Background: an optimization exercise with open tools, aiming at small area. Do not read the settings as production practice. Function was checked by simulation only, so behaviour that the tests miss may differ from the original. Power figures rest on the tool's default switching activity, not on a simulated workload.

## decimal_rounding_unit_core
module decimal_rounding_unit_core (
  input  logic        clk_i,
  input  logic        rst_ni,
  input  logic        start_i,
  output logic        busy_o,
  input  logic [50:0] in_i,
  output logic        done_o,
  output logic [48:0] result_o,
  input  logic        cfg_we_i,
  input  logic [2:0]  cfg_data_i
);
For scale: ~1900 cells after synthesis, about 110 I/O pins.
clock: 6.0 ns
lec_check: 0
cap_margin: 20
core_margin: 2
core_utilization: 40
gpl_timing_driven: 0
setup_slack_margin: 0.2
slew_margin: 20
synth_hierarchical: 1
standard.sh (not shown) runs the stock make flow with config.mk's settings and CLKGATE_MAP_FILE= SYNTH_SCRIPT=/design/flow/synth_recipe.tcl, a recipe that flattens the netlist after the stock synthesis.
==> flow/flow/run.sh <==
#!/bin/bash
# Standard ORFS layout (the standard.sh, unchanged synthesis), with the port buffers
# made of the smallest buffer cell instead of the default choice.
set -euo pipefail
bash standard.sh "BUFFER_PORTS_ARGS=-buffer_cell sky130_fd_sc_hd__buf_1" finish > standard_make.log 2>&1
The first run completed with no timing, DRC or antenna violations.
Then changed:
Settings changed: SETUP_SLACK_MARGIN 0.2 to 0.3.
What happened:
- clock skew came out lower by 0.0056 ns
- final cell count is about the same
- synthesized cell count is unchanged
- setup slack barely changes
- wire length hardly moves

---

job 9103:
Another version of the RTL of decimal_rounding_unit_core (not shown whole).
For scale: about 1,900 cells after synthesis, roughly 18,000 sq um of cells after synthesis.
Settings: LEC_CHECK=0, CAP_MARGIN=20, CORE_MARGIN=2, CORE_UTILIZATION=40, GPL_TIMING_DRIVEN=0, SETUP_SLACK_MARGIN=0.1, SLEW_MARGIN=20, SYNTH_HIERARCHICAL=1; clock period 6.0 ns.
==> flow/flow/run.sh <==
#!/bin/bash
# Standard ORFS layout (the standard.sh, unchanged synthesis), with the port buffers
# made of the smallest buffer cell and no dummy clock loads in clock tree synthesis.
set -euo pipefail
bash standard.sh "BUFFER_PORTS_ARGS=-buffer_cell sky130_fd_sc_hd__buf_1" \
  "CTS_ARGS=-sink_clustering_enable -repair_clock_nets -dont_use_dummy_load -buf_list sky130_fd_sc_hd__clkbuf_8 -sink_clustering_size 16 -sink_clustering_max_diameter 80" finish > standard_make.log 2>&1
Job 9103 completed end to end with timing, DRC and antenna clean.
For job 9645, these inputs were changed with respect to job 9103:
==> flow/flow/run.sh <==
#!/bin/bash
# Standard ORFS layout (the standard.sh, unchanged synthesis), with the port buffers
# made of the smallest buffer cell and no dummy clock loads in clock tree synthesis.
set -euo pipefail
bash standard.sh "BUFFER_PORTS_ARGS=-buffer_cell sky130_fd_sc_hd__buf_1" \
  "CTS_ARGS=-sink_clustering_enable -repair_clock_nets -dont_use_dummy_load" finish > standard_make.log 2>&1
--- outcome ---
Compared to job 9103, job 9645 has post-cts repair resize count about 7.5% lower.
Final net count: job 9645 vs job 9103 — no meaningful difference
Re synthesized cell count: no difference whatsoever between job 9103 and job 9645.
Going from job 9103 to job 9645, non-clock buffer count grows by 1.
Clock network area share on job 9645 is up relative to job 9103.
Going from job 9103 to job 9645, initial antenna violation count shrank by 1, total power of the final layout shows an increase of 4.4%.
Changes in job 7754 relative to job 9645:
==> flow/flow/run.sh <==
#!/bin/bash
# Standard ORFS layout (the standard.sh, unchanged synthesis), with the port buffers
# made of the smallest buffer cell instead of the default choice.
set -euo pipefail
bash standard.sh "BUFFER_PORTS_ARGS=-buffer_cell sky130_fd_sc_hd__buf_1" finish > standard_make.log 2>&1
--- a/flow/config.mk
+++ b/flow/config.mk
@@ -10,5 +10,5 @@
 export CORE_UTILIZATION = 40
 export GPL_TIMING_DRIVEN = 0
-export SETUP_SLACK_MARGIN = 0.1
+export SETUP_SLACK_MARGIN = 0.15
 export SLEW_MARGIN = 20
 export SYNTH_HIERARCHICAL = 1
Notes after the runs:
- Compared with job 9645, final cell area excluding filler cells in job 7754 increased slightly.
- In job 7754 relative to job 9645, clock tree buffer count of the final layout had gone up by more than 10%.
- Lower layout-stage area growth over the synthesis result was reported by job 9645, not job 7754.
## Diff of input files: job 2048 against job 7754
==> flow/flow/run.sh <==
#!/bin/bash
# Standard ORFS layout (the standard.sh, unchanged synthesis), with the port buffers
# made of the smallest buffer cell, and a clock tree of clkbuf_8 cells with small sink clusters
# and no dummy clock loads. Tool output goes to standard_make.log and to ORFS's own logs.
set -euo pipefail
bash standard.sh "BUFFER_PORTS_ARGS=-buffer_cell sky130_fd_sc_hd__buf_1" \
  "CTS_ARGS=-sink_clustering_enable -repair_clock_nets -dont_use_dummy_load -buf_list sky130_fd_sc_hd__clkbuf_8 -sink_clustering_size 16 -sink_clustering_max_diameter 80" finish > standard_make.log 2>&1
--- a/flow/config.mk
+++ b/flow/config.mk
@@ -10,5 +10,5 @@
 export CORE_UTILIZATION = 40
 export GPL_TIMING_DRIVEN = 0
-export SETUP_SLACK_MARGIN = 0.15
+export SETUP_SLACK_MARGIN = 0.1
 export SLEW_MARGIN = 20
 export SYNTH_HIERARCHICAL = 1
Notes after the runs:
Endpoint of the worst setup timing path: vd_xa[8]$_DFF_P_ -> job 7754, vb_t[18]$_DFF_P_ -> job 2048. From job 7754 to job 2048 the numbers moved as follows: utilization of the core after routing decreased by 1.4 points relative to the old numbers, via count level, total routed wire length on the met1 layer went up. The power spent charging and discharging nets of job 2048 is lower than that of job 7754. Looking at multi-input gate share of total cell area, job 2048 sits 2.1 points higher than job 7754 does. Compared with job 7754, job 2048 shows a lower register-to-register slack. Taking job 7754 as the reference, in job 2048 achievable frequency shows a reduction of about 1.7%, global-route track usage on met3 shows a reduction of 0.45 points, period utilization shows an increase of 1.7 points. Run comparison: job 2048 launch point of the critical path ks[4]$_DFFE_PN1P_; job 7754 launch point of the critical path vb_t[7]$_DFF_P_.
For job 4244, these inputs were changed with respect to job 2048:
==> flow/flow/run.sh <==
#!/bin/bash
# Standard ORFS layout (the standard.sh, unchanged synthesis), with the port buffers
# made of the smallest buffer cell and no dummy clock loads in clock tree synthesis.
set -euo pipefail
bash standard.sh "BUFFER_PORTS_ARGS=-buffer_cell sky130_fd_sc_hd__buf_1" \
  "CTS_ARGS=-sink_clustering_enable -repair_clock_nets -dont_use_dummy_load -buf_list sky130_fd_sc_hd__clkbuf_8" finish > standard_make.log 2>&1
- For job 4244, the slowest cell on the critical path was a2111oi_0, unlike job 2048, where it was dfstp_2.
- On final design instance area without fill, job 2048 beats job 4244.
- Comparing job 4244 and job 2048, the lower final period demand of the worst path is on job 2048.
- Route | job 4244 vs job 2048 | wire longer in job 4244

[re-timing with driven ports]
The flow's constraints put no driver on any port. The routed layouts listed below were extracted and timed again, unchanged, in two steps.
Step 1: set_driving_cell puts a clkbuf_16 on clk_i and a buf_2 on each other input, an assumption about the parent block.
Step 2 adds t to the input delays and takes it off the output delays; t is the mean of the earliest and latest rising clock arrival at the registers after step 1. Input paths then give back, and output paths get back, about the clock's delay inside the block.
a / b / c = ideal ports / drivers / drivers and shift; a / b = the first two.
run	shift t [ns]	slack for setup (ns)	slew at the worst register clock pin (ns)	pins driven straight from the clock port
the first run of note 1	0.599	0.322 / 0.322 / -0.045	0.07 / 0.07	1
the second run of note 1	0.599	0.319 / 0.319 / -0.033	0.07 / 0.07	1
job 9103	0.601	0.252 / 0.252 / -0.108	0.10 / 0.10	1
job 9645	0.597	0.232 / 0.232 / -0.072	0.06 / 0.06	1
job 7754	0.619	0.352 / 0.329 / -0.113	0.07 / 0.07	1
job 2048	0.601	0.252 / 0.252 / -0.108	0.10 / 0.10	1
job 4244	0.601	0.158 / 0.158 / -0.116	0.06 / 0.06	1
With both steps, setup timing fails in every run listed, where it was met with ideal ports. For job 7754, which loses most, drivers alone change the setup slack by -0.023 ns; drivers and shift together by -0.465 ns.
